From an optimization exercise on the open Yosys and OpenROAD flow, aimed at small area, a short achievable clock period and few clock cycles per item; shortcuts taken in it are not production practice.
No run shown here included a check of the RTL's function; only the layout flow was run.
Power is estimated from default activity; no workload was simulated.

==> flow/design.v <==
package tfdr_pkg;
  localparam logic [1:0] CMD_SET     = 2'd0;
  localparam logic [1:0] CMD_RESTART = 2'd1;
  localparam logic [1:0] CMD_TICK    = 2'd2;
  localparam logic [1:0]  FAN_LIMIT   = 2'd3;
  localparam logic [15:0] PASSTHROUGH = 16'hFFFF;
  localparam logic [8:0]  FAN0_RESET  = 9'h020;
  localparam logic [16:0] ELAPSED_MAX = 17'h1FFFF;
  localparam logic [2:0] PH_IDLE = 3'd0;   
  localparam logic [2:0] PH_MOD2 = 3'd2;   
  localparam logic [2:0] PH_INIT = 3'd3;   
  localparam logic [2:0] PH_STEP = 3'd4;   
  localparam logic [2:0] PH_FIN  = 3'd5;   
endpackage
module tfdr_divider (
  input  logic [15:0] rem,
  input  logic [15:0] mrem,
  input  logic        mbit,
  input  logic [16:0] ela,
  input  logic [18:0] ed1,
  input  logic [18:0] ed2,
  input  logic [15:0] dur,
  output logic [1:0]  qd,
  output logic [15:0] rem_n,
  output logic        abit,
  output logic [15:0] mrem_n
);
  logic [18:0] base;
  logic [18:0] c0;
  logic [18:0] c1;
  logic [18:0] s0;
  logic [18:0] s1;
  logic [18:0] s2;
  assign base = {2'b0, rem, 1'b0};
  assign c0   = mbit ? {2'b0, ela} : 19'd0;
  assign c1   = mbit ? ed1 : ~{3'b0, dur};
  assign s0   = base + c0;
  assign s1   = base + c1 + {18'd0, !mbit};
  assign s2   = base + ed2;
  always_comb begin
    if (mbit && !s2[18]) begin
      qd    = 2'd2;
      rem_n = s2[15:0];
    end else if (!s1[18]) begin
      qd    = 2'd1;
      rem_n = s1[15:0];
    end else begin
      qd    = 2'd0;
      rem_n = s0[15:0];
    end
  end
  logic [16:0] x;
  logic [17:0] xd;
  assign x      = {mrem, ~mbit};
  assign xd     = {1'b0, x} - {2'b0, dur};
  assign abit   = xd[17];
  assign mrem_n = abit ? x[15:0] : xd[15:0];
endmodule
module three_fan_duty_ramp_unit (
  input  logic        clk,
  input  logic        rst,
  input  logic        cfg_we,
  input  logic [15:0] cfg_data,
  input  logic        s_tvalid,
  output logic        s_tready,
  input  logic [15:0] s_tdata,    
  input  logic [3:0]  s_tuser,    
  output logic        m_tvalid,
  input  logic        m_tready,
  output logic [31:0] m_tdata,    
  output logic [1:0]  m_tuser     
);
  logic [15:0] dur;
  logic [16:0] elapsed;
  logic [8:0]  t0, p0;
  logic [7:0]  t1, p1;
  logic        t1x, p1x;
  logic [8:0]  t2, p2;
  logic        t2x, p2x;
  logic [9:0]  fy0, fy2;
  logic [8:0]  fy1;
  logic [16:0] fe [3];
  logic [8:0]  fa [3];
  logic [15:0] fm [3];
  logic        fs [3];
  logic [2:0]  phase;
  logic [3:0]  cnt;
  logic        first;
  logic        mbit;    
  logic        lead;    
  logic [1:0]  efan;
  logic [2:0]  dirty;
  logic        bg;      
  logic        spass;   
  logic [15:0] er;      
  logic [15:0] em;      
  logic [8:0]  eb;      
  logic [8:0]  eq;      
  logic        esg;     
  logic [10:0] tsel;    
  logic [10:0] psel;    
  logic [18:0] ed1;     
  logic [18:0] ed2;     
  logic        pend;    
  logic        pend_r;  
  logic        byp_r;   
  logic [1:0] cmd;
  logic [1:0] fan_in;
  logic       acc;
  logic       tick_acc;
  logic       rst_acc;
  logic       rst_go;
  logic       hold;
  logic       set_acc;
  logic       pass_in;
  logic       quick;
  logic       out_free;
  logic       tick_go;
  logic       clean;
  assign cmd      = s_tuser[1:0];
  assign fan_in   = s_tuser[3:2];
  assign s_tready = ((phase == tfdr_pkg::PH_IDLE) || bg) && !pend && !pend_r;
  assign acc      = s_tvalid && s_tready;
  assign tick_acc = acc && (cmd == tfdr_pkg::CMD_TICK);
  assign rst_acc  = acc && (cmd == tfdr_pkg::CMD_RESTART);
  assign set_acc  = acc && (cmd == tfdr_pkg::CMD_SET) && (fan_in != tfdr_pkg::FAN_LIMIT);
  assign pass_in  = (s_tdata == tfdr_pkg::PASSTHROUGH);
  assign out_free = !m_tvalid || m_tready;
  assign hold     = m_tvalid && !m_tready;
  assign rst_go   = (rst_acc || pend_r) && !hold;
  assign clean    = (phase == tfdr_pkg::PH_IDLE) && (dirty == 3'b000);
  logic go_new;
  logic go_old;
  assign go_new   = clean && !pend && !pend_r;
  assign go_old   = clean && pend;
  assign tick_go  = ((s_tvalid && cmd == tfdr_pkg::CMD_TICK && go_new) || go_old) &&
                    (m_tready || !m_tvalid);
  logic [10:0] tv [3];
  logic [10:0] pv [3];
  assign tv[0] = {2'b00, t0};
  assign tv[1] = t1x ? 11'h7FF : {3'b000, t1};
  assign tv[2] = t2x ? 11'h7FF : {2'b00, t2};
  assign pv[0] = {2'b00, p0};
  assign pv[1] = p1x ? 11'h7FF : {3'b000, p1};
  assign pv[2] = p2x ? 11'h7FF : {2'b00, p2};
  always_ff @(posedge clk) begin
    if (rst) begin
      dur <= '0;
    end else if (cfg_we) begin
      dur <= cfg_data;
    end
  end
  always_ff @(posedge clk) begin
    if (rst) begin
      elapsed <= '0;
    end else if (rst_go) begin
      elapsed <= '0;
    end else if (tick_go && elapsed != tfdr_pkg::ELAPSED_MAX) begin
      elapsed <= elapsed + 1'b1;
    end
  end
  always_ff @(posedge clk) begin
    ed1 <= {2'b00, elapsed} - {3'b000, dur};
    ed2 <= {2'b00, elapsed} - {2'b00, dur, 1'b0};
  end
  logic        tk_c  [3];
  logic [16:0] tk_e  [3];
  logic [9:0]  tk_a  [3];
  logic [9:0]  tk_y  [3];
  logic [9:0]  fy_w  [3];
  assign fy_w[0] = fy0;
  assign fy_w[1] = {1'b0, fy1};
  assign fy_w[2] = fy2;
  for (genvar f = 0; f < 3; f++) begin : g_tick
    assign tk_c[f]  = !fe[f][16];
    assign tk_e[f]  = fe[f] + {1'b1, ~fm[f]} + (tk_c[f] ? 17'd0 : {1'b0, dur});
    assign tk_a[f]  = {10{fs[f]}} ^ {1'b0, fa[f]};
    assign tk_y[f]  = fy_w[f] + tk_a[f] + {9'd0, fs[f] ^ tk_c[f]};
  end
  logic        last;
  logic [1:0]  qd;
  logic [15:0] er_n;
  logic        abit;
  logic [15:0] em_n;
  logic [8:0]  eq_n;
  logic [10:0] sel_t;
  logic [10:0] sel_p;
  logic [10:0] dif_a;
  logic [10:0] dif_b;
  logic        mag_neg;
  logic [8:0]  mag;
  assign last  = lead ? (lead_pos == 4'd0) : (cnt == 4'd0);
  assign sel_t   = tv[efan];
  assign sel_p   = pv[efan];
  assign dif_a   = tsel - psel;
  assign dif_b   = psel - tsel;
  assign mag_neg = dif_a[10];
  assign mag     = mag_neg ? dif_b[8:0] : dif_a[8:0];
  tfdr_divider u_div (
    .rem    (er),
    .mrem   (em),
    .mbit   (mbit),
    .ela    (elapsed),
    .ed1    (ed1),
    .ed2    (ed2),
    .dur    (dur),
    .qd     (qd),
    .rem_n  (er_n),
    .abit   (abit),
    .mrem_n (em_n)
  );
  assign eq_n    = {eq[7:0], 1'b0} + {7'd0, qd};
  logic       step_en;
  logic [3:0] lz;         
  logic [8:0] eb_lz;      
  logic [3:0] lead_pos;   
  logic       eb_zero;
  assign step_en = first ? mag[8] : !(lead && eb_zero);
  always_comb begin
    lz = 4'd7;
    for (int i = 1; i < 9; i++) begin
      if (eb[i]) lz = 4'(8 - i);
    end
  end
  assign eb_lz    = eb << lz;
  assign lead_pos = cnt - lz;
  assign eb_zero  = (eb[8:1] == 8'd0);
  logic [8:0] fold_hi;
  logic [9:0] fold_z;
  always_comb begin
    case (s_tdata[15:9])
      7'd0: fold_hi = 9'd0;
      7'd1: fold_hi = 9'd191;
      7'd2: fold_hi = 9'd61;
      7'd3: fold_hi = 9'd252;
      7'd4: fold_hi = 9'd122;
      7'd5: fold_hi = 9'd313;
      7'd6: fold_hi = 9'd183;
      7'd7: fold_hi = 9'd53;
      7'd8: fold_hi = 9'd244;
      7'd9: fold_hi = 9'd114;
      7'd10: fold_hi = 9'd305;
      7'd11: fold_hi = 9'd175;
      7'd12: fold_hi = 9'd45;
      7'd13: fold_hi = 9'd236;
      7'd14: fold_hi = 9'd106;
      7'd15: fold_hi = 9'd297;
      7'd16: fold_hi = 9'd167;
      7'd17: fold_hi = 9'd37;
      7'd18: fold_hi = 9'd228;
      7'd19: fold_hi = 9'd98;
      7'd20: fold_hi = 9'd289;
      7'd21: fold_hi = 9'd159;
      7'd22: fold_hi = 9'd29;
      7'd23: fold_hi = 9'd220;
      7'd24: fold_hi = 9'd90;
      7'd25: fold_hi = 9'd281;
      7'd26: fold_hi = 9'd151;
      7'd27: fold_hi = 9'd21;
      7'd28: fold_hi = 9'd212;
      7'd29: fold_hi = 9'd82;
      7'd30: fold_hi = 9'd273;
      7'd31: fold_hi = 9'd143;
      7'd32: fold_hi = 9'd13;
      7'd33: fold_hi = 9'd204;
      7'd34: fold_hi = 9'd74;
      7'd35: fold_hi = 9'd265;
      7'd36: fold_hi = 9'd135;
      7'd37: fold_hi = 9'd5;
      7'd38: fold_hi = 9'd196;
      7'd39: fold_hi = 9'd66;
      7'd40: fold_hi = 9'd257;
      7'd41: fold_hi = 9'd127;
      7'd42: fold_hi = 9'd318;
      7'd43: fold_hi = 9'd188;
      7'd44: fold_hi = 9'd58;
      7'd45: fold_hi = 9'd249;
      7'd46: fold_hi = 9'd119;
      7'd47: fold_hi = 9'd310;
      7'd48: fold_hi = 9'd180;
      7'd49: fold_hi = 9'd50;
      7'd50: fold_hi = 9'd241;
      7'd51: fold_hi = 9'd111;
      7'd52: fold_hi = 9'd302;
      7'd53: fold_hi = 9'd172;
      7'd54: fold_hi = 9'd42;
      7'd55: fold_hi = 9'd233;
      7'd56: fold_hi = 9'd103;
      7'd57: fold_hi = 9'd294;
      7'd58: fold_hi = 9'd164;
      7'd59: fold_hi = 9'd34;
      7'd60: fold_hi = 9'd225;
      7'd61: fold_hi = 9'd95;
      7'd62: fold_hi = 9'd286;
      7'd63: fold_hi = 9'd156;
      7'd64: fold_hi = 9'd26;
      7'd65: fold_hi = 9'd217;
      7'd66: fold_hi = 9'd87;
      7'd67: fold_hi = 9'd278;
      7'd68: fold_hi = 9'd148;
      7'd69: fold_hi = 9'd18;
      7'd70: fold_hi = 9'd209;
      7'd71: fold_hi = 9'd79;
      7'd72: fold_hi = 9'd270;
      7'd73: fold_hi = 9'd140;
      7'd74: fold_hi = 9'd10;
      7'd75: fold_hi = 9'd201;
      7'd76: fold_hi = 9'd71;
      7'd77: fold_hi = 9'd262;
      7'd78: fold_hi = 9'd132;
      7'd79: fold_hi = 9'd2;
      7'd80: fold_hi = 9'd193;
      7'd81: fold_hi = 9'd63;
      7'd82: fold_hi = 9'd254;
      7'd83: fold_hi = 9'd124;
      7'd84: fold_hi = 9'd315;
      7'd85: fold_hi = 9'd185;
      7'd86: fold_hi = 9'd55;
      7'd87: fold_hi = 9'd246;
      7'd88: fold_hi = 9'd116;
      7'd89: fold_hi = 9'd307;
      7'd90: fold_hi = 9'd177;
      7'd91: fold_hi = 9'd47;
      7'd92: fold_hi = 9'd238;
      7'd93: fold_hi = 9'd108;
      7'd94: fold_hi = 9'd299;
      7'd95: fold_hi = 9'd169;
      7'd96: fold_hi = 9'd39;
      7'd97: fold_hi = 9'd230;
      7'd98: fold_hi = 9'd100;
      7'd99: fold_hi = 9'd291;
      7'd100: fold_hi = 9'd161;
      7'd101: fold_hi = 9'd31;
      7'd102: fold_hi = 9'd222;
      7'd103: fold_hi = 9'd92;
      7'd104: fold_hi = 9'd283;
      7'd105: fold_hi = 9'd153;
      7'd106: fold_hi = 9'd23;
      7'd107: fold_hi = 9'd214;
      7'd108: fold_hi = 9'd84;
      7'd109: fold_hi = 9'd275;
      7'd110: fold_hi = 9'd145;
      7'd111: fold_hi = 9'd15;
      7'd112: fold_hi = 9'd206;
      7'd113: fold_hi = 9'd76;
      7'd114: fold_hi = 9'd267;
      7'd115: fold_hi = 9'd137;
      7'd116: fold_hi = 9'd7;
      7'd117: fold_hi = 9'd198;
      7'd118: fold_hi = 9'd68;
      7'd119: fold_hi = 9'd259;
      7'd120: fold_hi = 9'd129;
      7'd121: fold_hi = 9'd320;
      7'd122: fold_hi = 9'd190;
      7'd123: fold_hi = 9'd60;
      7'd124: fold_hi = 9'd251;
      7'd125: fold_hi = 9'd121;
      7'd126: fold_hi = 9'd312;
      7'd127: fold_hi = 9'd182;
      default: fold_hi = 9'd0;
    endcase
  end
  assign fold_z = {1'b0, fold_hi} + {1'b0, s_tdata[8:0]};
  logic [8:0]  mod_r;
  logic [10:0] mod_c1;
  logic [10:0] mod_c2;
  assign mod_c1 = {1'b0, er[9:0]} - 11'd321;
  assign mod_c2 = {1'b0, er[9:0]} - 11'd642;
  always_comb begin
    if (!mod_c2[10])      mod_r = mod_c2[8:0];
    else if (!mod_c1[10]) mod_r = mod_c1[8:0];
    else                  mod_r = er[8:0];
  end
  logic [10:0] new_t;
  logic [10:0] quick_t;
  logic [10:0] wt;
  logic        wx;
  logic [1:0]  wfan;
  always_comb begin
    if (efan == 2'd1) begin
      new_t = spass ? 11'h7FF : {3'b000, er[7:0]};
    end else if (spass) begin
      new_t = (efan == 2'd2) ? 11'h7FF : 11'd51;
    end else begin
      new_t = {2'b00, mod_r};
    end
  end
  always_comb begin
    if (fan_in == 2'd1) begin
      quick_t = pass_in ? 11'h7FF : {3'b000, s_tdata[7:0]};
    end else begin
      quick_t = (fan_in == 2'd2) ? 11'h7FF : 11'd51;
    end
  end
  assign quick = set_acc && (fan_in == 2'd1 || pass_in) && !hold;
  assign wt    = quick ? quick_t : new_t;
  assign wx    = quick ? pass_in : spass;
  assign wfan  = quick ? fan_in : efan;
  logic [9:0]  fin_y;
  logic [16:0] fin_e;
  assign fin_y = psel[9:0] + (esg ? -{1'b0, eq} : {1'b0, eq});
  assign fin_e = {1'b0, er} + {1'b1, ~em};
  logic [1:0] pick;
  always_comb begin
    if (dirty[0])      pick = 2'd0;
    else if (dirty[1]) pick = 2'd1;
    else               pick = 2'd2;
  end
  always_ff @(posedge clk) begin
    if (rst) begin
      phase <= tfdr_pkg::PH_IDLE;
      dirty <= 3'b000;
      bg    <= 1'b0;
    end else begin
      if (set_acc) begin
        phase <= quick ? tfdr_pkg::PH_STEP : tfdr_pkg::PH_MOD2;
        bg    <= 1'b0;
      end else if (rst_go && bg) begin
        phase <= tfdr_pkg::PH_IDLE;
        bg    <= 1'b0;
      end else begin
        case (phase)
          tfdr_pkg::PH_IDLE: begin
            if (dirty != 3'b000) begin
              phase <= tfdr_pkg::PH_INIT;
              bg    <= 1'b1;
            end
          end
          tfdr_pkg::PH_MOD2, tfdr_pkg::PH_INIT: begin
            if (cfg_we) begin
              phase <= tfdr_pkg::PH_IDLE;
            end else if (!(phase == tfdr_pkg::PH_MOD2 && hold)) begin
              phase <= tfdr_pkg::PH_STEP;
            end
          end
          tfdr_pkg::PH_STEP: begin
            if (cfg_we) begin
              phase <= tfdr_pkg::PH_IDLE;
            end else if (!first && (last || (lead && eb_zero))) begin
              phase <= tfdr_pkg::PH_FIN;
            end
          end
          default: begin
            if (!hold || cfg_we) begin
              phase <= tfdr_pkg::PH_IDLE;
              bg    <= 1'b0;
            end
          end
        endcase
        if (cfg_we) begin
          bg <= 1'b0;
        end
      end
      if (phase == tfdr_pkg::PH_FIN && !hold && !rst_go) begin
        dirty[efan] <= 1'b0;
      end
      if (cfg_we) begin
        dirty <= 3'b111;
      end
    end
  end
  always_ff @(posedge clk) begin
    if (set_acc) begin
      efan  <= fan_in;
      spass <= pass_in;
    end else if (phase == tfdr_pkg::PH_IDLE) begin
      efan <= pick;
    end
  end
  always_ff @(posedge clk) begin
    case (phase)
      tfdr_pkg::PH_MOD2, tfdr_pkg::PH_INIT: begin
        if (!(phase == tfdr_pkg::PH_MOD2 && hold)) begin
          tsel  <= (phase == tfdr_pkg::PH_MOD2) ? new_t : sel_t;
          psel  <= (phase == tfdr_pkg::PH_MOD2) ? sel_t : sel_p;
          er    <= '0;
          em    <= dur - 1'b1;
          eq    <= '0;
          first <= 1'b1;
          mbit  <= 1'b1;
        end
      end
      tfdr_pkg::PH_STEP: begin
        if (step_en) begin
          er <= er_n;
          em <= em_n;
          eq <= eq_n;
        end
        if (first) begin
          eb   <= {mag[7:0], abit & mag[8]};
          esg  <= mag_neg;
          mbit <= mag[8] ? mag[7] : 1'b1;
          lead <= !mag[8];
          cnt  <= 4'd7;
        end else if (lead) begin
          eb   <= {eb_lz[7:0], abit && !eb_zero};
          mbit <= eb_lz[7];
          lead <= 1'b0;
          cnt  <= lead_pos - 1'b1;
        end else begin
          eb   <= {eb[7:0], abit};
          mbit <= eb[7];
          cnt  <= cnt - 1'b1;
        end
        first <= 1'b0;
      end
      default: begin end
    endcase
    if (quick) begin
      tsel  <= quick_t;
      psel  <= tv[fan_in];
      er    <= '0;
      em    <= dur - 1'b1;
      eq    <= '0;
      first <= 1'b1;
      mbit  <= 1'b1;
    end else if (set_acc) begin
      er <= (fan_in == 2'd1) ? s_tdata : {6'b000000, fold_z};
    end
  end
  logic wr_t;
  assign wr_t = ((phase == tfdr_pkg::PH_MOD2) && !hold) || quick;
  always_ff @(posedge clk) begin
    if (rst) begin
      t0 <= tfdr_pkg::FAN0_RESET;
      p0 <= tfdr_pkg::FAN0_RESET;
    end else if (wr_t && wfan == 2'd0) begin
      p0 <= t0;
      t0 <= wt[8:0];
    end
  end
  always_ff @(posedge clk) begin
    if (rst) begin
      t1  <= '0;
      t1x <= 1'b1;
      p1  <= '0;
      p1x <= 1'b1;
    end else if (wr_t && wfan == 2'd1) begin
      p1  <= t1;
      p1x <= t1x;
      t1  <= wt[7:0];
      t1x <= wx;
    end
  end
  always_ff @(posedge clk) begin
    if (rst) begin
      t2  <= '0;
      t2x <= 1'b1;
      p2  <= '0;
      p2x <= 1'b1;
    end else if (wr_t && wfan == 2'd2) begin
      p2  <= t2;
      p2x <= t2x;
      t2  <= wt[8:0];
      t2x <= wx;
    end
  end
  logic eng_wr [3];
  for (genvar f = 0; f < 3; f++) begin : g_state
    assign eng_wr[f] = (phase == tfdr_pkg::PH_FIN) && (efan == 2'(f)) && !hold;
    always_ff @(posedge clk) begin
      if (eng_wr[f]) begin
        fa[f] <= eb;
        fm[f] <= em;
        fs[f] <= esg;
      end
    end
    always_ff @(posedge clk) begin
      if (rst_go) begin
        fe[f] <= {1'b1, ~fm[f]};
      end else if (eng_wr[f]) begin
        fe[f] <= fin_e;
      end else if (tick_go) begin
        fe[f] <= tk_e[f];
      end
    end
  end
  always_ff @(posedge clk) begin
    if (rst_go) begin
      fy0 <= pv[0][9:0];
    end else if (eng_wr[0]) begin
      fy0 <= fin_y;
    end else if (tick_go) begin
      fy0 <= tk_y[0];
    end
  end
  always_ff @(posedge clk) begin
    if (rst_go) begin
      fy1 <= pv[1][8:0];
    end else if (eng_wr[1]) begin
      fy1 <= fin_y[8:0];
    end else if (tick_go) begin
      fy1 <= tk_y[1][8:0];
    end
  end
  always_ff @(posedge clk) begin
    if (rst_go) begin
      fy2 <= pv[2][9:0];
    end else if (eng_wr[2]) begin
      fy2 <= fin_y;
    end else if (tick_go) begin
      fy2 <= tk_y[2];
    end
  end
  logic bypass;
  assign bypass = (dur == 16'd0) || (elapsed >= {1'b0, dur});
  always_ff @(posedge clk) begin
    if (rst) begin
      m_tvalid <= 1'b0;
      pend     <= 1'b0;
      pend_r   <= 1'b0;
    end else begin
      if (tick_go) begin
        m_tvalid <= 1'b1;
      end else if (m_tready) begin
        m_tvalid <= 1'b0;
      end
      if (tick_acc && !tick_go) begin
        pend <= 1'b1;
      end else if (tick_go) begin
        pend <= 1'b0;
      end
      if (rst_acc && hold) begin
        pend_r <= 1'b1;
      end else if (!hold) begin
        pend_r <= 1'b0;
      end
    end
  end
  always_ff @(posedge clk) begin
    if (tick_go) begin
      byp_r <= bypass;
    end
  end
  logic [9:0] duty [3];
  for (genvar f = 0; f < 3; f++) begin : g_duty
    assign duty[f] = byp_r ? tv[f][9:0] : fy_w[f];
  end
  assign m_tdata = {3'b000, t2x ? 10'd0 : duty[2], t1x ? 9'd0 : duty[1][8:0], duty[0]};
  assign m_tuser = {t2x, t1x};
endmodule
==> flow/flow/run.sh <==
#!/bin/bash
# Standard layout, except that the port buffers are sky130_fd_sc_hd__buf_4
# instead of the delay buffer buffer_ports picks on its own. Every input and
# output port still gets its buffer. The whole make output goes to
# standard.log in the work folder (ORFS keeps its per-step logs under orfs/).
set -euo pipefail
export BUFFER_PORTS_ARGS="-buffer_cell sky130_fd_sc_hd__buf_4"
bash standard.sh > standard.log 2>&1
==> flow/standard.sh <==
#!/bin/bash
# synth_recipe.tcl (not shown) runs the flow's synth.tcl, then flattens the netlist and writes it again
# the make line also repeats each setting of config.mk as NAME=value (left out here)
make -C /OpenROAD-flow-scripts/flow DESIGN_CONFIG=/design/flow/config.mk WORK_HOME=/design/flow/orfs CLKGATE_MAP_FILE= SYNTH_SCRIPT=/design/flow/synth_recipe.tcl "${@:-finish}"
==> flow/config.mk <==
export PLATFORM = sky130hd
export DESIGN_NAME = three_fan_duty_ramp_unit
export DESIGN_NICKNAME = three_fan_duty_ramp_unit
export VERILOG_FILES = /design/flow/design.v
export SDC_FILE = /design/flow/constraint.sdc
export NUM_CORES = 4
export LEC_CHECK = 0
export CAP_MARGIN = 20
export CORE_MARGIN = 2
export CORE_UTILIZATION = 40
export PLACE_DENSITY = 0.6
export SETUP_SLACK_MARGIN = 4.0
export SLEW_MARGIN = 20
==> flow/constraint.sdc <==
create_clock -name core_clock -period 7.5 [get_ports {clk}]
set_input_delay 1.5000 -clock core_clock [delete_from_list [all_inputs] [get_ports {clk}]]
set_output_delay 1.5000 -clock core_clock [all_outputs]
set_load 0.01 [all_outputs]
==> results.toml, run 1 <==
[placement]
pre_cts_ws_ns = 2.27
io_buffers = 73
dpl.hpwl_mm = 70.5
dp.cells = 4448
gp_congestion = 0.920

[yosys]
async_flop_share_pct = 0
yosys_warnings = 15
synth_edf_count = 209
syn-instance-count = 3556
synthMuxAreaShare_pct = 3.01
yosys.area_share.simple_pct = 17.1
synth_compound_area_share_pct = 21.6
synth.area.top_cells = "edfxtp_1 (21%), dfxtp_1 (11%), ha_1 (10%)"
ys_seq_area_share_pct = 31.6
synth_fa_ha_area_share_pct = 14.5
synth_top_area_share_pct = 20.7
synth-xor-area-share_pct = 6.89
synth_cell_type_count = 99
synth_top_family_by_area = "compound AO/OA/AOI/OAI gates"
synth_seq_cells = 375
syn_avg_cell_area_um2 = 8.54
yosysTopAreaCell = "edfxtp_1"
synthFlopType = "edfxtp_1"
syn_area_mm2 = 0.0304

[sta]
slew_violations = 0
max-slew-margin-rel_pct = 31.6
worst_slew_pin_slew_ns = 1.03
fin_setup_tns_ns = 0
fin_crit_sh_pct = 56.5
clock_skew_ns = 0.0408
rsz0062_at_grt = "yes"
layout_setup_ws_ns = 3.26
max_freq_mhz = 236
period_minus_slack_ns = 4.24
finalSetupViolCount = 0
hold_viol = 0

[power]
p_per_area_mw_per_mm2 = 391
p_int_mw = 7.56
leakage_nw = 14.3
switchingPower_mw = 6.34
p_seq_share_pct = 25.2
ir_worst_vdd_uv = 203
sw_frac_of_total_pct = 45.6
p_clk_share_pct = 16.7
pwr-share-comb_pct = 58.1
finalPower_mw = 13.9

[final_layout]
final_cells = 4669
nets = 4005
drive_gt1_share_pct = 15.1
finish.utilization_pct = 47.0
area_growth_syn_to_layout_pct = 16.9

[route]
wl_per_cell_um = 21.5
dr.pass1.iters = 6
ant_nets = 0
vias = 27100
post-route-drc-count = 0
via_per_inst = 5.80
drt-initial-drc-count = 2306
wirelength_mm = 100

[min_path]
hold_path.class = "register to register"
hold_end = "p0[7]"
whs_path_depth = 2
hp-start = "p0[7]"

[die]
num_rows = 101
start_util_pct = 40.2
design.die.area_mm2 = 0.0782
fp.dieH_um = 280
die_w_um = 280
core-area_mm2 = 0.0756
ios = 77

[critical_path]
r2r_cells = 13
worst_setup_path_end_kind = "register"
cp_max_fo = 4
reg2reg_to = "eq[5]"
r2r-start = "er[1]"
required_ns = 7.95
worst_ep_arrival_time_ns = 4.69
crit_type = "input port to register"
startpoint_type = "input port"
r2r_setup_slack_ns = 3.67

[clock_tree]
clock_latency_ns = 0.60
cts_buffers = 45
cts_hold_buf = 0
cts_tree = "done"
htree_levels = 2
clock_sinks = 375
cts_root_buffer = "clkbuf_16"
cts.path.max_buffers = 3
clk_pin_slew_ns = 0.06

[global_routing]
first_global_vias = 25400
grtUsageTotal_pct = 24.7
antenna_found_initial = 2
grt_pass1_wl_mm = 150
grt_overflow = 0
grt_max_degree = 79

[run]
maxCapViolations = 0

[run_status]
status = "finished clean"
==> kinds of logic (layout without fill, tap and decap cells) <==
logic type / Yosys count / after routing
buf+inv: 393 / 520
mux: 87 / 87
fa+ha+maj: 312 / 312
simple gates: 1113 / 1114
compound gates: 1036 / 1040
flops: 375 / 375
other cells: 1 / 4
xor+xnor: 239 / 239
==> routing by layer <==
metal / GRT usage, % / part of all wire (%)
met3: 3.73 / 7.0
met2: 40.2 / 46
met1: 32.9 / 43
met4: 9.97 / 3.9
met5: 0 / 0
==> state kept, by name, indices dropped and copies added (netlist names), 16 cells and up <==
register  flops
er           16
fm           48
fe           51
elapsed      17
ed1          18
em           16
ed2          18
dur          16
fa           27
==> through the flow <==
stage	cell area, um2	hold slack (ns)
after floorplan	30600	0.398
after global placement	31700	0.457
after detailed placement	31700	0.458
after CTS	34400	0.467
after global routing	35500	0.492
final	35500	0.467
==> synth_stat cells (9+ instances only) <==
cell       number
inv_1         195
nand2_1       347
buf_4          10
nor2b_1        45
o31ai_1        19
a21o_1         48
buf_2          20
or3_1          32
and2_1         66
nand4_1        13
o21a_1         37
a211oi_1       64
o311ai_0        9
o21ai_0       273
edfxtp_1      209
or2_2          10
buf_1          14
clkbuf_1      142
a31oi_1        48
mux2i_1        71
xnor2_1       150
o22ai_1        12
a21oi_1       318
dfxtp_1       166
a22oi_1        15
nand3b_1       10
ha_1          242
nand2b_1       51
o211ai_1       41
nor3_1        100
xor2_1         89
o41ai_1         9
o221ai_1       10
o2111ai_1       9
nor2_1        303
fa_1           69
mux2_2         13
nand3_1        76
and3_1         23
o21bai_1       16
==> cells in the final DEF (no fill, tap or decap), types with 48 or more instances in the layout <==
cell type / instances
a211oi_1: 53
a21o_1: 48
a21oi_1: 305
and2_1: 66
buf_4: 199
dfxtp_1: 144
edfxtp_1: 209
fa_1: 64
ha_1: 223
inv_1: 181
mux2i_1: 71
nand2_1: 343
nand3_1: 72
nor2_1: 291
nor3_1: 98
o21ai_0: 236
xnor2_1: 148
xor2_1: 89
==> final cells by class <==
type | instances | area (um2)
fill | 7281 | 40100
multi-input combinational | 2795 | 20200
sequential | 375 | 9650
timing repair buffer | 235 | 2040
clock buffer | 70 | 1360
tap | 978 | 1220
inverter | 200 | 816
clock inverter | 14 | 200
timing repair inverter | 1 | 5.00
antenna | 1 | 2.50
==> power groups by stage <==
stage / logic [mW] / clock network, mW / registers, mW
2_1_floorplan: 5.54 / 0 / 3.13
3_3_place_gp: 7.16 / 0 / 3.56
3_5_place_dp: 7.20 / 0 / 3.56
4_1_cts: 7.64 / 2.36 / 3.50
5_1_grt: 8.86 / 2.43 / 3.53
6_report: 8.07 / 2.32 / 3.50
==> how the worst max path moves through the flow <==
| stage | slack [ns] | end | start |
|---|---|---|---|
| after global routing | 3.11 | er[8] | s_tdata[9] |
| after CTS | 3.30 | er[7] | s_tdata[9] |
| after detailed placement | 2.27 | er[7] | s_tdata[11] |
| final | 3.26 | er[8] | s_tdata[9] |
| after floorplan | 3.01 | er[7] | s_tdata[9] |
| after global placement | 2.26 | er[7] | s_tdata[11] |
==> repair_timing <==
| action | 4_1_cts | 5_1_grt |
|---|---|---|
| gates resized for setup | 152 | 134 |
| endpoints found under the setup margin | 218 | 193 |
| setup buffers | 67 | 62 |
| gates cloned | 5 | 2 |
| pin swaps | 58 | 95 |
==> worst max-delay path, cell delays in order <==
cell and delay, ns:
buf_12 0.08, clkinvlp_4 0.10, ha_4 0.25, nand2b_4 0.16
o21ai_4 0.06, or2_4 0.15, o21ai_4 0.06, a221oi_2 0.31
a21oi_2 0.07, a311oi_2 0.20, ha_1 0.29, buf_6 0.13
buf_6 0.11, nor2b_4 0.12, o21ai_2 0.17, a21boi_2 0.09
o41ai_2 0.36, xor2_1 0.18, nor3_1 0.06, a31oi_1 0.15
a31oi_1 0.09
==> run 2: changes to the inputs <==
--- a/flow/design.v
+++ b/flow/design.v
@@ -8,4 +8,5 @@
   localparam logic [16:0] ELAPSED_MAX = 17'h1FFFF;
   localparam logic [2:0] PH_IDLE = 3'd0;   
+  localparam logic [2:0] PH_MOD1 = 3'd1;   
   localparam logic [2:0] PH_MOD2 = 3'd2;   
   localparam logic [2:0] PH_INIT = 3'd3;   
@@ -193,6 +194,20 @@
   assign sel_t   = tv[efan];
   assign sel_p   = pv[efan];
-  assign dif_a   = tsel - psel;
-  assign dif_b   = psel - tsel;
+  logic [10:0] dif_t;
+  logic [10:0] dif_p;
+  always_comb begin
+    if (phase == tfdr_pkg::PH_MOD2) begin
+      dif_t = new_t;
+      dif_p = sel_t;
+    end else if (phase == tfdr_pkg::PH_INIT) begin
+      dif_t = sel_t;
+      dif_p = sel_p;
+    end else begin
+      dif_t = tsel;
+      dif_p = psel;
+    end
+  end
+  assign dif_a   = dif_t - dif_p;
+  assign dif_b   = dif_p - dif_t;
   assign mag_neg = dif_a[10];
   assign mag     = mag_neg ? dif_b[8:0] : dif_a[8:0];
@@ -216,8 +231,8 @@
   logic [3:0] lead_pos;   
   logic       eb_zero;
-  assign step_en = first ? mag[8] : !(lead && eb_zero);
+  assign step_en = !first && !(lead && eb_zero);
   always_comb begin
-    lz = 4'd7;
-    for (int i = 1; i < 9; i++) begin
+    lz = 4'd8;
+    for (int i = 0; i < 9; i++) begin
       if (eb[i]) lz = 4'(8 - i);
     end
@@ -225,9 +240,9 @@
   assign eb_lz    = eb << lz;
   assign lead_pos = cnt - lz;
-  assign eb_zero  = (eb[8:1] == 8'd0);
+  assign eb_zero  = (eb == 9'd0);
   logic [8:0] fold_hi;
   logic [9:0] fold_z;
   always_comb begin
-    case (s_tdata[15:9])
+    case (er[15:9])
       7'd0: fold_hi = 9'd0;
       7'd1: fold_hi = 9'd191;
@@ -361,5 +376,5 @@
     endcase
   end
-  assign fold_z = {1'b0, fold_hi} + {1'b0, s_tdata[8:0]};
+  assign fold_z = {1'b0, fold_hi} + {1'b0, er[8:0]};
   logic [8:0]  mod_r;
   logic [10:0] mod_c1;
@@ -414,5 +429,6 @@
     end else begin
       if (set_acc) begin
-        phase <= quick ? tfdr_pkg::PH_STEP : tfdr_pkg::PH_MOD2;
+        phase <= quick ? tfdr_pkg::PH_STEP :
+                 (fan_in == 2'd1 || pass_in) ? tfdr_pkg::PH_MOD2 : tfdr_pkg::PH_MOD1;
         bg    <= 1'b0;
       end else if (rst_go && bg) begin
@@ -427,4 +443,7 @@
             end
           end
+          tfdr_pkg::PH_MOD1: begin
+            phase <= tfdr_pkg::PH_MOD2;
+          end
           tfdr_pkg::PH_MOD2, tfdr_pkg::PH_INIT: begin
             if (cfg_we) begin
@@ -470,12 +489,18 @@
   always_ff @(posedge clk) begin
     case (phase)
+      tfdr_pkg::PH_MOD1: begin
+        er <= {6'b000000, fold_z};
+      end
       tfdr_pkg::PH_MOD2, tfdr_pkg::PH_INIT: begin
         if (!(phase == tfdr_pkg::PH_MOD2 && hold)) begin
-          tsel  <= (phase == tfdr_pkg::PH_MOD2) ? new_t : sel_t;
           psel  <= (phase == tfdr_pkg::PH_MOD2) ? sel_t : sel_p;
           er    <= '0;
           em    <= dur - 1'b1;
           eq    <= '0;
-          first <= 1'b1;
+          eb    <= mag;
+          esg   <= mag_neg;
+          lead  <= 1'b1;
+          cnt   <= 4'd8;
+          first <= 1'b0;
           mbit  <= 1'b1;
         end
@@ -488,9 +513,8 @@
         end
         if (first) begin
-          eb   <= {mag[7:0], abit & mag[8]};
+          eb   <= mag;
           esg  <= mag_neg;
-          mbit <= mag[8] ? mag[7] : 1'b1;
-          lead <= !mag[8];
-          cnt  <= 4'd7;
+          lead <= 1'b1;
+          cnt  <= 4'd8;
         end else if (lead) begin
           eb   <= {eb_lz[7:0], abit && !eb_zero};
@@ -516,5 +540,5 @@
       mbit  <= 1'b1;
     end else if (set_acc) begin
-      er <= (fan_in == 2'd1) ? s_tdata : {6'b000000, fold_z};
+      er <= s_tdata;
     end
   end
==> results.toml, run 2 <==
[run_status]
status = "finished clean"

[final_layout]
drive_gt1_share_pct = 24.8
nets = 4314
layout_commonest_cell = "nor2_1"
largest_reg_flops = 51
area_growth_syn_to_layout_pct = 27.1
largest_register = "fe"
finish.utilization_pct = 51.1
top_regs = "fe (51), fm (48), fa (27)"
layout_common_cells = "nor2_1 (344), nand2_1 (319), buf_4 (295)"

[sta]
clock_skew_ns = 0.0229
fin_setup_tns_ns = 0
period_minus_slack_ns = 5.03
layout_setup_ws_ns = 2.47
max_freq_mhz = 199
hold_viol = 0
rsz0062_at_grt = "yes"
slew_violations = 0
finalSetupViolCount = 0
max-slew-margin-rel_pct = 19.8
worst_slew_pin_slew_ns = 1.20
whs_ns = 0.474
fin_crit_sh_pct = 67.0

[min_path]
whs_path_depth = 0
hp-start = "elapsed[0]"
hold_path.class = "register to register"

[critical_path]
crit_path_max_incr_delay_ns = 0.49
startpoint_type = "register"
r2r-start = "efan[1]"
crit_type = "register to register"
worst_setup_path_end_kind = "register"
cp_common_cell = "a21o_1"
crit_end = "eb[7]"
crit_path_cell_trace = "inv_1 -> ha_4 -> o21ai_0 -> a31oi_1 -> mux2i_1 -> o21ai_1 -> inv_1 -> fa_2 -> a21o_1 -> a21o_1 -> a21o_1 -> a21o_1 -> a21o_1 -> a21oi_2 -> o211ai_1 -> a211o_1 -> a211o_1 -> o221ai_2 -> mux2i_1 -> nand2_1"
critPathLaunch = "efan[1]"
worst_ep_arrival_time_ns = 5.38
cpLargestDelayFamily = "compound AO/OA/AOI/OAI gates"
crit_buf_inv = 2
required_ns = 7.85
cp_max_fo = 15
slowest_stage = "edfxtp_1"
reg2reg_to = "eb[7]"
r2r_cells = 20
r2r_setup_slack_ns = 2.47
cp.depth = 20

[die]
ios = 77
start_util_pct = 40.2
num_rows = 102
die_w_um = 282
design.die.area_mm2 = 0.0797
fp.dieH_um = 282
core-area_mm2 = 0.0771

[route]
vias = 29300
post-route-drc-count = 0
wl_per_cell_um = 21.5
via_per_inst = 5.81
drt-initial-drc-count = 2806
dr.pass1.iters = 6
ant_nets = 0
wirelength_mm = 108

[power]
ir_worst_vdd_uv = 217
leakage_nw = 16.2
p_per_area_mw_per_mm2 = 377

[placement]
gp_congestion = 0.915
pre_cts_ws_ns = 1.52
dpl.hpwl_mm = 73.0
io_buffers = 73

[clock_tree]
cts_tree = "done"
cts_root_buffer = "clkbuf_16"
clock_sinks = 383
cts.path.max_buffers = 3
clk_pin_slew_ns = 0.06
cts_buffers = 48
clock_latency_ns = 0.61
htree_levels = 2

[global_routing]
antenna_found_initial = 4
grtUsageTotal_pct = 25.5
grt_max_degree = 84
grt_overflow = 0
grt_pass1_wl_mm = 158
first_global_vias = 26800

[yosys]
synth_edf_count = 208
synth.area.top_cells = "edfxtp_1 (20%), dfxtp_1 (11%), ha_1 (9.8%)"
synth_common_cells = "nor2_1 (374), nand2_1 (372), a21oi_1 (316), o21ai_0 (286), ha_1 (243)"
async_flop_share_pct = 0
synth.most_common_cell = "nor2_1"
syn-instance-count = 3707
synth_top_area_share_pct = 20.2
syn_avg_cell_area_um2 = 8.36
synthFlopType = "edfxtp_1"
yosys_warnings = 15
syn_area_mm2 = 0.0310
synth_seq_cells = 383
ys_seq_area_share_pct = 31.5
synth_cell_type_count = 94
yosysTopAreaCell = "edfxtp_1"

[run]
maxCapViolations = 0
-- run 2: cell types whose count changed in the layout (fill, tap and decap cells not counted), sizes merged, moves of 25 or more --
cell | before | now
buf | 233 | 371
inv | 192 | 240
nor2 | 307 | 375
a21boi | 8 | 33
nor3 | 104 | 78
nand2 | 347 | 373
-- run 2: layout make-up --
type / instances / area, um2
Fill cell: 7169 / 37700
Inverter: 246 / 1040
Tap cell: 1040 / 1300
Multi-Input combinational cell: 2900 / 22100
Clock inverter: 15 / 154
Timing Repair inverter: 3 / 31.3
Sequential cell: 383 / 9820
Antenna cell: 1 / 2.50
Timing Repair Buffer: 379 / 3470
Clock buffer: 75 / 1500
-- run 2: per-layer routing --
| layer | vias to the layer above | routed length, um | global-route usage (%) |
|---|---|---|---|
| li1 | 13700 | - | - |
| met4 | 2 | 3870 | 8.61 |
| met1 | 14100 | 48000 | 36.3 |
| met3 | 255 | 9070 | 4.36 |
| met2 | 1256 | 47300 | 39.1 |
| met5 | - | 12 | 0 |
-- run 2: worst min path at each step --
| stage | end |
|---|---|
| 2_1_floorplan | ed2[0] |
| 3_3_place_gp | p2[4] |
| 3_5_place_dp | ed2[0] |
| 4_1_cts | p2[4] |
| 5_1_grt | ed2[0] |
| 6_report | ed2[0] |
-- run 2: what timing repair did --
item / CTS / global route
hold buffers: 0 / 0
pin swaps: 73 / 208
setup buffers: 127 / 123
setup endpoints to repair: 217 / 211
hold endpoints to repair: 0 / 0
gates resized for setup: 241 / 458
cloned: 9 / 13
-- run 2: where the power goes --
group / total (mW) / switching, mW / internal, mW
sequential: 3.20 / 0.470 / 2.73
combinational: 9.19 / 5.23 / 3.96
clock: 2.44 / 0.994 / 1.45
total: 14.8 / 6.70 / 8.13
-- run 2: cells by family after synthesis --
| logic type | after synthesis | synth area share [%] |
|---|---|---|
| mux | 107 | 3.55 |
| buf+inv | 436 | 5.48 |
| flops | 383 | 31.5 |
| other cells | 1 | 0.0121 |
| xor+xnor | 224 | 6.33 |
| compound gates | 1065 | 21.4 |
| simple gates | 1179 | 17.5 |
| fa+ha+maj | 312 | 14.3 |
-- run 2: metrics by stage --
step | area, um2 | instances | power, mW
after floorplan | 31700 | 3709 | 8.32
after global placement | 32900 | 4678 | 10.2
after detailed placement | 32900 | 4679 | 10.2
after CTS | 36500 | 4905 | 13.4
after global routing | 39400 | 5041 | 15.7
final | 39400 | 5042 | 14.8
==> run 3: changes to the inputs <==
--- a/flow/design.v
+++ b/flow/design.v
@@ -87,5 +87,4 @@
   logic [2:0]  phase;
   logic [3:0]  cnt;
-  logic        first;
   logic        mbit;    
   logic        lead;    
@@ -99,5 +98,4 @@
   logic [8:0]  eq;      
   logic        esg;     
-  logic [10:0] tsel;    
   logic [10:0] psel;    
   logic [18:0] ed1;     
@@ -115,5 +113,4 @@
   logic       set_acc;
   logic       pass_in;
-  logic       quick;
   logic       out_free;
   logic       tick_go;
@@ -196,16 +193,6 @@
   logic [10:0] dif_t;
   logic [10:0] dif_p;
-  always_comb begin
-    if (phase == tfdr_pkg::PH_MOD2) begin
-      dif_t = new_t;
-      dif_p = sel_t;
-    end else if (phase == tfdr_pkg::PH_INIT) begin
-      dif_t = sel_t;
-      dif_p = sel_p;
-    end else begin
-      dif_t = tsel;
-      dif_p = psel;
-    end
-  end
+  assign dif_t = (phase == tfdr_pkg::PH_MOD2) ? new_t : sel_t;
+  assign dif_p = (phase == tfdr_pkg::PH_MOD2) ? sel_t : sel_p;
   assign dif_a   = dif_t - dif_p;
   assign dif_b   = dif_p - dif_t;
@@ -231,5 +218,5 @@
   logic [3:0] lead_pos;   
   logic       eb_zero;
-  assign step_en = !first && !(lead && eb_zero);
+  assign step_en = !(lead && eb_zero);
   always_comb begin
     lz = 4'd8;
@@ -388,8 +375,4 @@
   end
   logic [10:0] new_t;
-  logic [10:0] quick_t;
-  logic [10:0] wt;
-  logic        wx;
-  logic [1:0]  wfan;
   always_comb begin
     if (efan == 2'd1) begin
@@ -401,15 +384,4 @@
     end
   end
-  always_comb begin
-    if (fan_in == 2'd1) begin
-      quick_t = pass_in ? 11'h7FF : {3'b000, s_tdata[7:0]};
-    end else begin
-      quick_t = (fan_in == 2'd2) ? 11'h7FF : 11'd51;
-    end
-  end
-  assign quick = set_acc && (fan_in == 2'd1 || pass_in) && !hold;
-  assign wt    = quick ? quick_t : new_t;
-  assign wx    = quick ? pass_in : spass;
-  assign wfan  = quick ? fan_in : efan;
   logic [9:0]  fin_y;
   logic [16:0] fin_e;
@@ -429,6 +401,5 @@
     end else begin
       if (set_acc) begin
-        phase <= quick ? tfdr_pkg::PH_STEP :
-                 (fan_in == 2'd1 || pass_in) ? tfdr_pkg::PH_MOD2 : tfdr_pkg::PH_MOD1;
+        phase <= (fan_in == 2'd1 || pass_in) ? tfdr_pkg::PH_MOD2 : tfdr_pkg::PH_MOD1;
         bg    <= 1'b0;
       end else if (rst_go && bg) begin
@@ -456,5 +427,5 @@
             if (cfg_we) begin
               phase <= tfdr_pkg::PH_IDLE;
-            end else if (!first && (last || (lead && eb_zero))) begin
+            end else if (last || (lead && eb_zero)) begin
               phase <= tfdr_pkg::PH_FIN;
             end
@@ -502,5 +473,4 @@
           lead  <= 1'b1;
           cnt   <= 4'd8;
-          first <= 1'b0;
           mbit  <= 1'b1;
         end
@@ -512,10 +482,5 @@
           eq <= eq_n;
         end
-        if (first) begin
-          eb   <= mag;
-          esg  <= mag_neg;
-          lead <= 1'b1;
-          cnt  <= 4'd8;
-        end else if (lead) begin
+        if (lead) begin
           eb   <= {eb_lz[7:0], abit && !eb_zero};
           mbit <= eb_lz[7];
@@ -527,29 +492,20 @@
           cnt  <= cnt - 1'b1;
         end
-        first <= 1'b0;
       end
       default: begin end
     endcase
-    if (quick) begin
-      tsel  <= quick_t;
-      psel  <= tv[fan_in];
-      er    <= '0;
-      em    <= dur - 1'b1;
-      eq    <= '0;
-      first <= 1'b1;
-      mbit  <= 1'b1;
-    end else if (set_acc) begin
+    if (set_acc) begin
       er <= s_tdata;
     end
   end
   logic wr_t;
-  assign wr_t = ((phase == tfdr_pkg::PH_MOD2) && !hold) || quick;
+  assign wr_t = (phase == tfdr_pkg::PH_MOD2) && !hold;
   always_ff @(posedge clk) begin
     if (rst) begin
       t0 <= tfdr_pkg::FAN0_RESET;
       p0 <= tfdr_pkg::FAN0_RESET;
-    end else if (wr_t && wfan == 2'd0) begin
+    end else if (wr_t && efan == 2'd0) begin
       p0 <= t0;
-      t0 <= wt[8:0];
+      t0 <= new_t[8:0];
     end
   end
@@ -560,9 +516,9 @@
       p1  <= '0;
       p1x <= 1'b1;
-    end else if (wr_t && wfan == 2'd1) begin
+    end else if (wr_t && efan == 2'd1) begin
       p1  <= t1;
       p1x <= t1x;
-      t1  <= wt[7:0];
-      t1x <= wx;
+      t1  <= new_t[7:0];
+      t1x <= spass;
     end
   end
@@ -573,9 +529,9 @@
       p2  <= '0;
       p2x <= 1'b1;
-    end else if (wr_t && wfan == 2'd2) begin
+    end else if (wr_t && efan == 2'd2) begin
       p2  <= t2;
       p2x <= t2x;
-      t2  <= wt[8:0];
-      t2x <= wx;
+      t2  <= new_t[8:0];
+      t2x <= spass;
     end
   end
==> results.toml, run 3 <==
[run_status]
status = "finished clean"

[placement]
placed_area_mm2 = 0.0315
gp_congestion = 0.900
io_buffers = 73
pre_cts_ws_ns = 1.85
dpl.hpwl_mm = 67.9

[yosys]
synth_edf_count = 225
synth_seq_cells = 373
synth_top_area_share_pct = 22.6
syn_avg_cell_area_um2 = 8.63
synth.most_common_cell = "nand2_1"
yosys_warnings = 15
synth.area.top_cells = "edfxtp_1 (23%), ha_1 (10%), dfxtp_1 (9.9%)"
synth_common_cells = "nand2_1 (353), nor2_1 (341), a21oi_1 (257), ha_1 (239), o21ai_0 (232)"
synth_cell_type_count = 101
yosysTopAreaCell = "edfxtp_1"
syn-instance-count = 3458
synthFlopType = "edfxtp_1"
ys_seq_area_share_pct = 32.6
syn_area_mm2 = 0.0298
async_flop_share_pct = 0

[power]
ir_worst_vdd_uv = 295
finalPower_mw = 14.9
p_per_area_mw_per_mm2 = 402
leakage_nw = 15.3

[route]
m1WireLength_mm = 44.4
vias = 27400
wl_met2_mm = 45.5
dr.pass1.iters = 5
post-route-drc-count = 0
wl_met3_mm = 7.70
via_per_inst = 5.78
top_layer = "met4"
ant_nets = 0
drt-initial-drc-count = 2664
wirelength_mm = 101
wl_per_cell_um = 21.3

[min_path]
whs_path_depth = 0
hold_path.class = "register to register"

[clock_tree]
cts_root_buffer = "clkbuf_16"
htree_levels = 2
clk_pin_slew_ns = 0.06
clock_sinks = 373
clock_latency_ns = 0.60
cts.path.max_buffers = 3
cts_buffers = 45
cts_hold_buf = 0
cts_tree = "done"

[critical_path]
cpLargestDelayFamily = "compound AO/OA/AOI/OAI gates"
critPathLaunch = "er[7]"
startpoint_type = "register"
r2r_cells = 21
worst_setup_path_end_kind = "register"
crit_path_cell_trace = "nor2b_2 -> buf_4 -> o21a_1 -> a22oi_1 -> o21a_1 -> nor2_4 -> a21oi_2 -> fa_2 -> a21o_1 -> a21o_1 -> a21o_1 -> a21o_1 -> a21o_1 -> a21oi_4 -> o311ai_4 -> buf_6 -> mux2_2 -> o21bai_4 -> a221oi_2 -> xnor2_1 -> mux2i_1"
crit_buf_inv = 2
reg2reg_to = "eb[8]"
crit_end = "eb[8]"
required_ns = 7.83
crit_path_max_incr_delay_ns = 0.84
slowest_stage = "edfxtp_1"
worst_ep_arrival_time_ns = 5.35
cp.depth = 21
crit_type = "register to register"
r2r-start = "er[7]"
cp_common_cell = "a21o_1"
r2r_setup_slack_ns = 2.48
cp_max_fo = 11

[final_layout]
largest_register = "fe"
layout_commonest_cell = "nand2_1"
largest_reg_flops = 51
drive_gt1_share_pct = 22.5
top_regs = "fe (51), fm (48), fa (27)"
area_growth_syn_to_layout_pct = 24.4
design_area_mm2 = 0.0371
nets = 4078
num_antenna_cells = 0
layout_common_cells = "nand2_1 (345), buf_4 (325), nor2_1 (320)"

[die]
ios = 77
design.die.area_mm2 = 0.0768
fp.dieH_um = 277
num_rows = 100
core-area_mm2 = 0.0742
die_w_um = 277
start_util_pct = 40.2

[sta]
slew_violations = 0
rsz0062_at_grt = "yes"
fin_crit_sh_pct = 66.9
period_minus_slack_ns = 5.02
max_freq_mhz = 199
clock_skew_ns = 0.0205
layout_setup_ws_ns = 2.48
max-slew-margin-rel_pct = 34.7
hold_viol = 0
fin_setup_tns_ns = 0
finalSetupViolCount = 0
worst_slew_pin_slew_ns = 0.979

[run]
maxCapViolations = 0

[global_routing]
grtUsageTotal_pct = 25.1
grt_overflow = 0
antenna_found_initial = 1
first_global_vias = 25700
grt_pass1_wl_mm = 152
grt_max_degree = 75
[run 3: power breakdown]
part / internal, mW / leakage (nW) / switching (mW)
registers: 2.65 / 3.29 / 0.416
clock network: 1.26 / 0.728 / 0.936
logic: 4.35 / 11.3 / 5.32
total: 8.26 / 15.3 / 6.67
[run 3: metal layers]
| metal | global-route usage [%] | up-vias |
|---|---|---|
| li1 | - | 12900 |
| met1 | 35.5 | 13200 |
| met2 | 39.8 | 1100 |
| met3 | 3.16 | 243 |
| met4 | 7.92 | 0 |
| met5 | 0 | - |
[run 3: area by class of cell]
class,instances,area (um2)
Multi-Input combinational cell,2707,20600
Tap cell,969,1210
Inverter,217,878
Clock inverter,16,131
Fill cell,6818,37100
Sequential cell,373,9740
Timing Repair Buffer,385,3210
Clock buffer,68,1320
[run 3: what timing repair did]
| item | 4_1_cts | 5_1_grt |
|---|---|---|
| gates cloned | 10 | 1 |
| pin swaps | 169 | 138 |
| endpoints found under the setup margin | 210 | 183 |
| buffers inserted | 167 | 111 |
| resized for setup | 256 | 225 |
[run 3: worst min-delay path by stage]
stage               start     end
2_1_floorplan  elapsed[0]  ed2[0]
3_3_place_gp        p1[0]   p1[0]
3_5_place_dp        p1[0]   p1[0]
4_1_cts        elapsed[0]  ed2[0]
5_1_grt        elapsed[0]  ed2[0]
6_report       elapsed[0]  ed2[0]
[run 3: logic make-up (layout without fill, tap and decap cells)]
kind of cell    after synthesis  after routing  synth area share [%]
flops                       373            373                  32.6
buf+inv                     389            686                  5.13
simple gates               1127           1127                  17.6
compound gates              940            949                  20.2
mux                          97             97                  3.34
other cells                   1              3                0.0126
xor+xnor                    223            223                  6.55
fa+ha+maj                   308            308                  14.7
[run 3: through the flow]
stage	hold WS, ns	cells	util [%]
2_1_floorplan	0.398	3460	-
3_3_place_gp	0.460	4362	42.4
3_5_place_dp	0.464	4362	42.4
4_1_cts	0.436	4623	47.7
5_1_grt	0.438	4735	50.0
6_report	0.442	4735	50.0

==> port drivers added, routing unchanged <==
How much do the figures lean on ideal ports? The routed layouts below were timed once more, with nothing changed but the port constraints.
Step 1, drivers: a clkbuf_16 drives clk and a buf_2 each remaining input, both assumed.
Step 2, shift: input delay + t, output delay - t, t = (earliest + latest rising clock arrival at the registers) / 2. This alone moves slack from input paths to output paths.
Three values: ideal, step 1, step 2; two values: the first two.
| run | t (ns) | slack for setup (ns) | worst data-port slew with drivers (ns) |
|---|---|---|---|
| run 1 | 0.647 | 3.259 / 3.260 / 2.613 | 0.15 |
| run 2 | 0.670 | 2.473 / 2.473 / 2.327 | 0.17 |
| run 3 | 0.657 | 2.481 / 2.481 / 2.371 | 0.04 |
After both steps every run listed still meets setup and hold. The setup slack of run 1, which loses most, moves by +0.001 ns with the drivers and by -0.646 ns with both steps.
